Source: an optimization exercise on an open RTL-to-GDS flow (aim: small area, a short achievable clock period and few clock cycles per item). Production flows keep margins and buffers that such runs may drop. Function was checked by simulation only, so behaviour that the tests miss may differ from the original. No activity file was given, so power comes from the tool's default toggle rates.

// lru_key_value_cache
module lru_key_value_cache #(
  parameter int unsigned MAX_ENTRIES = 16
) (
  input  logic             clk_i,
  input  logic             rst_ni,
  input  logic             req_valid_i,
  output logic             req_ready_o,
  input  logic             req_op_i,
  input  logic [lkv_pkg::KEY_W-1:0] req_key_i,
  input  logic [lkv_pkg::KEY_W-1:0] req_value_i,
  output logic             rsp_valid_o,
  input  logic             rsp_ready_i,
  output logic             rsp_hit_o,
  output logic [lkv_pkg::KEY_W-1:0] rsp_read_value_o,
  output logic             rsp_evicted_o,
  output logic [lkv_pkg::KEY_W-1:0] rsp_evicted_key_o,
  input  logic             cfg_we_i,
  input  logic [lkv_pkg::CAP_W-1:0] cfg_data_i
);
For scale: roughly 3200 cells after synthesis, ~140 I/O pins, roughly 51000 um^2 of cells after synthesis.
==> flow/config.mk <==
export PLATFORM = sky130hd
export DESIGN_NAME = lru_key_value_cache
export DESIGN_NICKNAME = lru_key_value_cache
export VERILOG_FILES = /design/flow/design.v
export SDC_FILE = /design/flow/constraint.sdc
export NUM_CORES = 4
export LEC_CHECK = 0
export ABC_CLOCK_PERIOD_IN_PS = 2500
export CAP_MARGIN = 20
export CORE_MARGIN = 2
export CORE_UTILIZATION = 30
export CTS_CLUSTER_DIAMETER = 80
export CTS_CLUSTER_SIZE = 22
export SETUP_SLACK_MARGIN = 5.0
export SLEW_MARGIN = 20
==> flow/constraint.sdc <==
create_clock -name core_clock -period 8.0 [get_ports {clk_i}]
set_input_delay 1.6000 -clock core_clock [delete_from_list [all_inputs] [get_ports {clk_i}]]
set_output_delay 1.6000 -clock core_clock [all_outputs]
set_load 0.01 [all_outputs]
run.sh (not shown) runs the stock make flow with config.mk's settings and CLKGATE_MAP_FILE= SYNTH_SCRIPT=/design/flow/synth_recipe.tcl, a recipe that flattens the netlist after the stock synthesis.
Testbench counts at the start, summed over its fixed seeds: cycles 9,616, items 9,600.
==> next run, changes <==
Settings changed: CORE_UTILIZATION 30 to 40, PLACE_DENSITY set to 0.75.
The changed run finished clean.
Cell area falls by 2.8%.
Power falls by 4.7%.
Clock power falls by 14%.
Non-clock buffer count rises by 30.
Final cell count falls by 9.3%.
==> next run, changes <==
Settings changed: CORE_UTILIZATION 40 to 50, PLACE_DENSITY 0.75 to unset.
The changed run completed with no timing, DRC or antenna violations; core utilization is higher by 12 points; power is higher by 0.91%; die area came out lower by 20%; worst hold slack improved by 15 ps; first-iteration DRC count rises by 3.6%; routed wire length rose by 6.7%; synthesized area stays the same; synthesized cell count stays the same; combinational power rose by 5.5%; count of clock-buffer cells in the layout went up by 2.
==> next run, changes <==
Settings changed: CORE_UTILIZATION 50 to 40, CTS_CLUSTER_DIAMETER 80 to unset, CTS_CLUSTER_SIZE 22 to unset, TNS_END_PERCENT set to 5.
What happened:
- fmax climbs by a few percent
- final cell count increases by a little under a tenth
- clock skew is higher by 12 ps
- area after synthesis stays the same
- core utilization falls by 11 points
- via count falls slightly
==> next run, changes <==
Settings changed: CTS_CLUSTER_DIAMETER set to 80, CTS_CLUSTER_SIZE set to 22, SETUP_SLACK_MARGIN 5.0 to 4.8, TNS_END_PERCENT 5 to unset.
Result: First-iteration DRC count goes up by roughly a tenth; via count goes down slightly; non-clock buffer count goes down by 8; synthesized area is unchanged; fmax goes down slightly.

========
== before ==
The RTL this note starts from:
==> flow/design.v <==
`timescale 1ns / 1ps
package lkv_pkg;
  localparam int unsigned KEY_W = 32;
  localparam int unsigned CAP_W = 5;
  localparam logic [CAP_W-1:0] CAP_RESET  = 5'd16;
  localparam logic [KEY_W-1:0] MISS_VALUE = 32'hFFFF_FFFF;
  localparam logic OP_GET = 1'b0;
  localparam logic OP_PUT = 1'b1;
  typedef enum logic [1:0] {
    ST_IDLE,
    ST_LOOK,
    ST_COMMIT
  } lkv_state_e;
  typedef struct packed {
    logic ready;    
    logic look;     
    logic commit;   
    logic shift;    
    logic evict;    
  } lkv_ctl_t;
endpackage
`timescale 1ns / 1ps
module lkv_cell (
  input  logic             clk_i,
  input  logic             shift_i,
  input  logic             live_i,
  input  logic [lkv_pkg::KEY_W-1:0] probe_i,
  input  logic [lkv_pkg::KEY_W-1:0] key_i,
  input  logic [lkv_pkg::KEY_W-1:0] value_i,
  output logic [lkv_pkg::KEY_W-1:0] key_o,
  output logic [lkv_pkg::KEY_W-1:0] value_o,
  output logic             match_o
);
  logic [lkv_pkg::KEY_W-1:0] key_q;
  logic [lkv_pkg::KEY_W-1:0] value_q;
  always_ff @(posedge clk_i) begin
    if (shift_i) begin
      key_q   <= key_i;
      value_q <= value_i;
    end
  end
  assign match_o = live_i && (key_q == probe_i);
  assign key_o   = key_q;
  assign value_o = value_q;
endmodule
`timescale 1ns / 1ps
module lkv_ctrl #(
  parameter int unsigned MAX_ENTRIES = 16
) (
  input  logic                      clk_i,
  input  logic                      rst_ni,
  input  logic                      ins_i,       
  input  logic                      cfg_we_i,
  input  logic [lkv_pkg::CAP_W-1:0] cfg_data_i,
  output logic [MAX_ENTRIES-1:0]    live_o,      
  output logic [MAX_ENTRIES-1:0]    ins_mask_o,  
  output logic [MAX_ENTRIES-1:0]    tail_o,      
  output logic                      full_o
);
  logic [lkv_pkg::CAP_W-1:0] cap_q;
  logic [MAX_ENTRIES-1:0]    live_q;
  logic                      full_q;
  always_comb begin
    tail_o = '0;
    if (cap_q == '0) begin
      tail_o[0] = 1'b1;
    end else if (32'(cap_q) > MAX_ENTRIES) begin
      tail_o[MAX_ENTRIES-1] = 1'b1;
    end else begin
      for (int i = 0; i < MAX_ENTRIES; i++) begin
        if (32'(cap_q) == i + 1) tail_o[i] = 1'b1;
      end
    end
  end
  assign full_o     = full_q;
  assign ins_mask_o = full_q ? live_q : {live_q[MAX_ENTRIES-2:0], 1'b1};
  assign live_o     = live_q;
  always_ff @(posedge clk_i or negedge rst_ni) begin
    if (!rst_ni) begin
      cap_q  <= lkv_pkg::CAP_RESET;
      live_q <= '0;
      full_q <= 1'b0;
    end else if (cfg_we_i) begin
      cap_q  <= cfg_data_i;
      live_q <= '0;
      full_q <= 1'b0;
    end else if (ins_i) begin
      live_q <= ins_mask_o;
      full_q <= |(ins_mask_o & tail_o);
    end
  end
endmodule
`timescale 1ns / 1ps
module lru_key_value_cache #(
  parameter int unsigned MAX_ENTRIES = 16
) (
  input  logic             clk_i,
  input  logic             rst_ni,
  input  logic             req_valid_i,
  output logic             req_ready_o,
  input  logic             req_op_i,
  input  logic [lkv_pkg::KEY_W-1:0] req_key_i,
  input  logic [lkv_pkg::KEY_W-1:0] req_value_i,
  output logic             rsp_valid_o,
  input  logic             rsp_ready_i,
  output logic             rsp_hit_o,
  output logic [lkv_pkg::KEY_W-1:0] rsp_read_value_o,
  output logic             rsp_evicted_o,
  output logic [lkv_pkg::KEY_W-1:0] rsp_evicted_key_o,
  input  logic             cfg_we_i,
  input  logic [lkv_pkg::CAP_W-1:0] cfg_data_i
);
  localparam int unsigned W = lkv_pkg::KEY_W;
  localparam int unsigned N = MAX_ENTRIES;
  logic [N-1:0]  a_raw;
  logic [N-1:0]  a_match;
  logic          a_same;
  logic          b_valid_q;
  logic          b_op_q;
  logic [W-1:0]  b_key_q;
  logic [W-1:0]  b_val_q;
  logic [N-1:0]  b_match_q;
  logic          commit;
  logic          o_valid_q;
  logic          o_hit_q;
  logic [W-1:0]  o_rd_q;
  logic          o_ev_q;
  logic [W-1:0]  o_evk_q;
  logic          s_valid_q;
  logic          ready_q;
  logic          s_hit_q;
  logic          s_op_q;
  logic          s_ev_q;
  logic [W-1:0]  s_data_q;
  logic          pop;
  logic [N-1:0]  live;
  logic [N-1:0]  ins_mask;
  logic [N-1:0]  tail;
  logic          full;
  logic [N-1:0]  upto;
  logic [N-1:0]  shift;
  logic [W-1:0]  cell_key [N];
  logic [W-1:0]  cell_val [N];
  logic [W-1:0]  hit_val;
  logic [W-1:0]  lru_key;
  logic [W-1:0]  head_val;
  logic          hit;
  logic          put;
  logic          ins;
  logic          evict;
  logic [W-1:0]  n_rd;
  logic [W-1:0]  n_evk;
  logic [W-1:0]  n_data;
  assign commit      = !s_valid_q;
  assign req_ready_o = ready_q;
  always_ff @(posedge clk_i or negedge rst_ni) begin
    if (!rst_ni) begin
      b_valid_q <= 1'b0;
    end else if (commit) begin
      b_valid_q <= req_valid_i;
    end
  end
  always_ff @(posedge clk_i) begin
    if (commit) begin
      b_op_q    <= req_op_i;
      b_key_q   <= req_key_i;
      b_val_q   <= req_value_i;
      b_match_q <= a_match;
    end
  end
  lkv_ctrl #(
    .MAX_ENTRIES (N)
  ) u_ctrl (
    .clk_i      (clk_i),
    .rst_ni     (rst_ni),
    .ins_i      (ins),
    .cfg_we_i   (cfg_we_i),
    .cfg_data_i (cfg_data_i),
    .live_o     (live),
    .ins_mask_o (ins_mask),
    .tail_o     (tail),
    .full_o     (full)
  );
  assign put      = (b_op_q == lkv_pkg::OP_PUT);
  assign hit      = |b_match_q;
  assign ins      = b_valid_q && commit && put && !hit;
  assign evict    = put && !hit && full;
  assign head_val = put ? b_val_q : hit_val;
  always_comb begin
    upto[N-1] = b_match_q[N-1];
    for (int i = N - 2; i >= 0; i--) begin
      upto[i] = upto[i+1] | b_match_q[i];
    end
  end
  for (genvar i = 0; i < N; i++) begin : g_cell
    logic [W-1:0] nb_key;
    logic [W-1:0] nb_val;
    assign shift[i] = b_valid_q && commit && (upto[i] || (put && !hit && ins_mask[i]));
    if (i == 0) begin : g_head
      assign nb_key = b_key_q;
      assign nb_val = head_val;
    end else begin : g_body
      assign nb_key = cell_key[i-1];
      assign nb_val = cell_val[i-1];
    end
    lkv_cell u_cell (
      .clk_i   (clk_i),
      .shift_i (shift[i]),
      .live_i  (live[i]),
      .probe_i (req_key_i),
      .key_i   (nb_key),
      .value_i (nb_val),
      .key_o   (cell_key[i]),
      .value_o (cell_val[i]),
      .match_o (a_raw[i])
    );
  end
  assign a_same = (req_key_i == b_key_q);
  assign a_match[0] = shift[0] ? a_same : a_raw[0];
  for (genvar i = 1; i < N; i++) begin : g_fix
    assign a_match[i] = shift[i] ? a_raw[i-1] : a_raw[i];
  end
  always_comb begin
    hit_val = '0;
    lru_key = '0;
    for (int i = 0; i < N; i++) begin
      hit_val = hit_val | (cell_val[i] & {W{b_match_q[i]}});
      lru_key = lru_key | (cell_key[i] & {W{tail[i]}});
    end
  end
  assign n_rd   = put ? '0 : (hit ? hit_val : lkv_pkg::MISS_VALUE);
  assign n_evk  = evict ? lru_key : '0;
  assign n_data = put ? n_evk : n_rd;
  logic push;
  assign push = b_valid_q && commit;
  assign pop  = o_valid_q && rsp_ready_i;
  always_ff @(posedge clk_i or negedge rst_ni) begin
    if (!rst_ni) begin
      o_valid_q <= 1'b0;
      s_valid_q <= 1'b0;
      ready_q   <= 1'b1;
    end else begin
      if (pop || !o_valid_q) begin
        o_valid_q <= s_valid_q || push;
        s_valid_q <= 1'b0;
        ready_q   <= 1'b1;
      end else if (push) begin
        s_valid_q <= 1'b1;
        ready_q   <= 1'b0;
      end
    end
  end
  always_ff @(posedge clk_i) begin
    if (pop || !o_valid_q) begin
      if (s_valid_q) begin
        o_hit_q <= s_hit_q;
        o_rd_q  <= s_op_q ? '0 : s_data_q;
        o_ev_q  <= s_ev_q;
        o_evk_q <= s_op_q ? s_data_q : '0;
      end else begin
        o_hit_q <= hit;
        o_rd_q  <= n_rd;
        o_ev_q  <= evict;
        o_evk_q <= n_evk;
      end
    end
    if (push) begin
      s_hit_q  <= hit;
      s_op_q   <= put;
      s_ev_q   <= evict;
      s_data_q <= n_data;
    end
  end
  assign rsp_valid_o       = o_valid_q;
  assign rsp_hit_o         = o_hit_q;
  assign rsp_read_value_o  = o_rd_q;
  assign rsp_evicted_o     = o_ev_q;
  assign rsp_evicted_key_o = o_evk_q;
endmodule
clock: 8.0 ns
lec_check: 0
abc_clock_period_in_ps: 1500
cap_margin: 20
core_margin: 2
core_utilization: 40
cts_cluster_diameter: 80
cts_cluster_size: 22
setup_slack_margin: 5.0
slew_margin: 20
Testbench counts of before, summed over its fixed seeds: cycles 9,616, items 9,600.
#### Input delta (after over before)
Settings: changing ABC_CLOCK_PERIOD_IN_PS from 1500 to 2500; changing CORE_UTILIZATION from 40 to 35.
Results
The higher maximum frequency of before and after is in before.
Taking before over after, the number of buffers inserted during clock tree synthesis ratio works out to 1.07.
before fits on a die that is smaller than the die of after.

## port drivers added, routing unchanged
The flow's constraints put no driver on any port. The routed layouts listed below were extracted and timed again, unchanged, in two steps.
Step 1 (the two cells are an assumption about what drives the block):
set clk [get_ports {clk_i}]
set_driving_cell -lib_cell sky130_fd_sc_hd__clkbuf_16 $clk
set_driving_cell -lib_cell sky130_fd_sc_hd__buf_2 [delete_from_list [all_inputs] $clk]
Step 2 adds t to the input delays and takes it off the output delays; t is the mean of the earliest and latest rising clock arrival at the registers after step 1. Input paths then give back, and output paths get back, about the clock's delay inside the block.
Slacks: ideal / step 1 / step 2; pairs: ideal / step 1.
run | shift t [ns] | slack for setup (ns) | clock arrival spread, ns
the first run of note 1 | 0.815 | 4.856 / 4.856 / 4.076 | 0.038 / 0.038
the second run of note 1 | 0.797 | 4.811 / 4.806 / 4.064 | 0.037 / 0.037
the third run of note 1 | 0.762 | 4.532 / 4.574 / 3.812 | 0.032 / 0.032
the fourth run of note 1 | 0.865 | 4.737 / 4.704 / 3.918 | 0.047 / 0.046
the fifth run of note 1 | 0.766 | 4.693 / 4.747 / 3.983 | 0.053 / 0.053
before | 0.810 | 4.879 / 4.879 / 4.161 | 0.065 / 0.066
after | 0.796 | 4.736 / 4.771 / 3.974 | 0.035 / 0.035
After both steps every run listed still meets setup and hold. For the fourth run of note 1, which loses most, drivers alone change the setup slack by -0.033 ns; drivers and shift together by -0.819 ns.
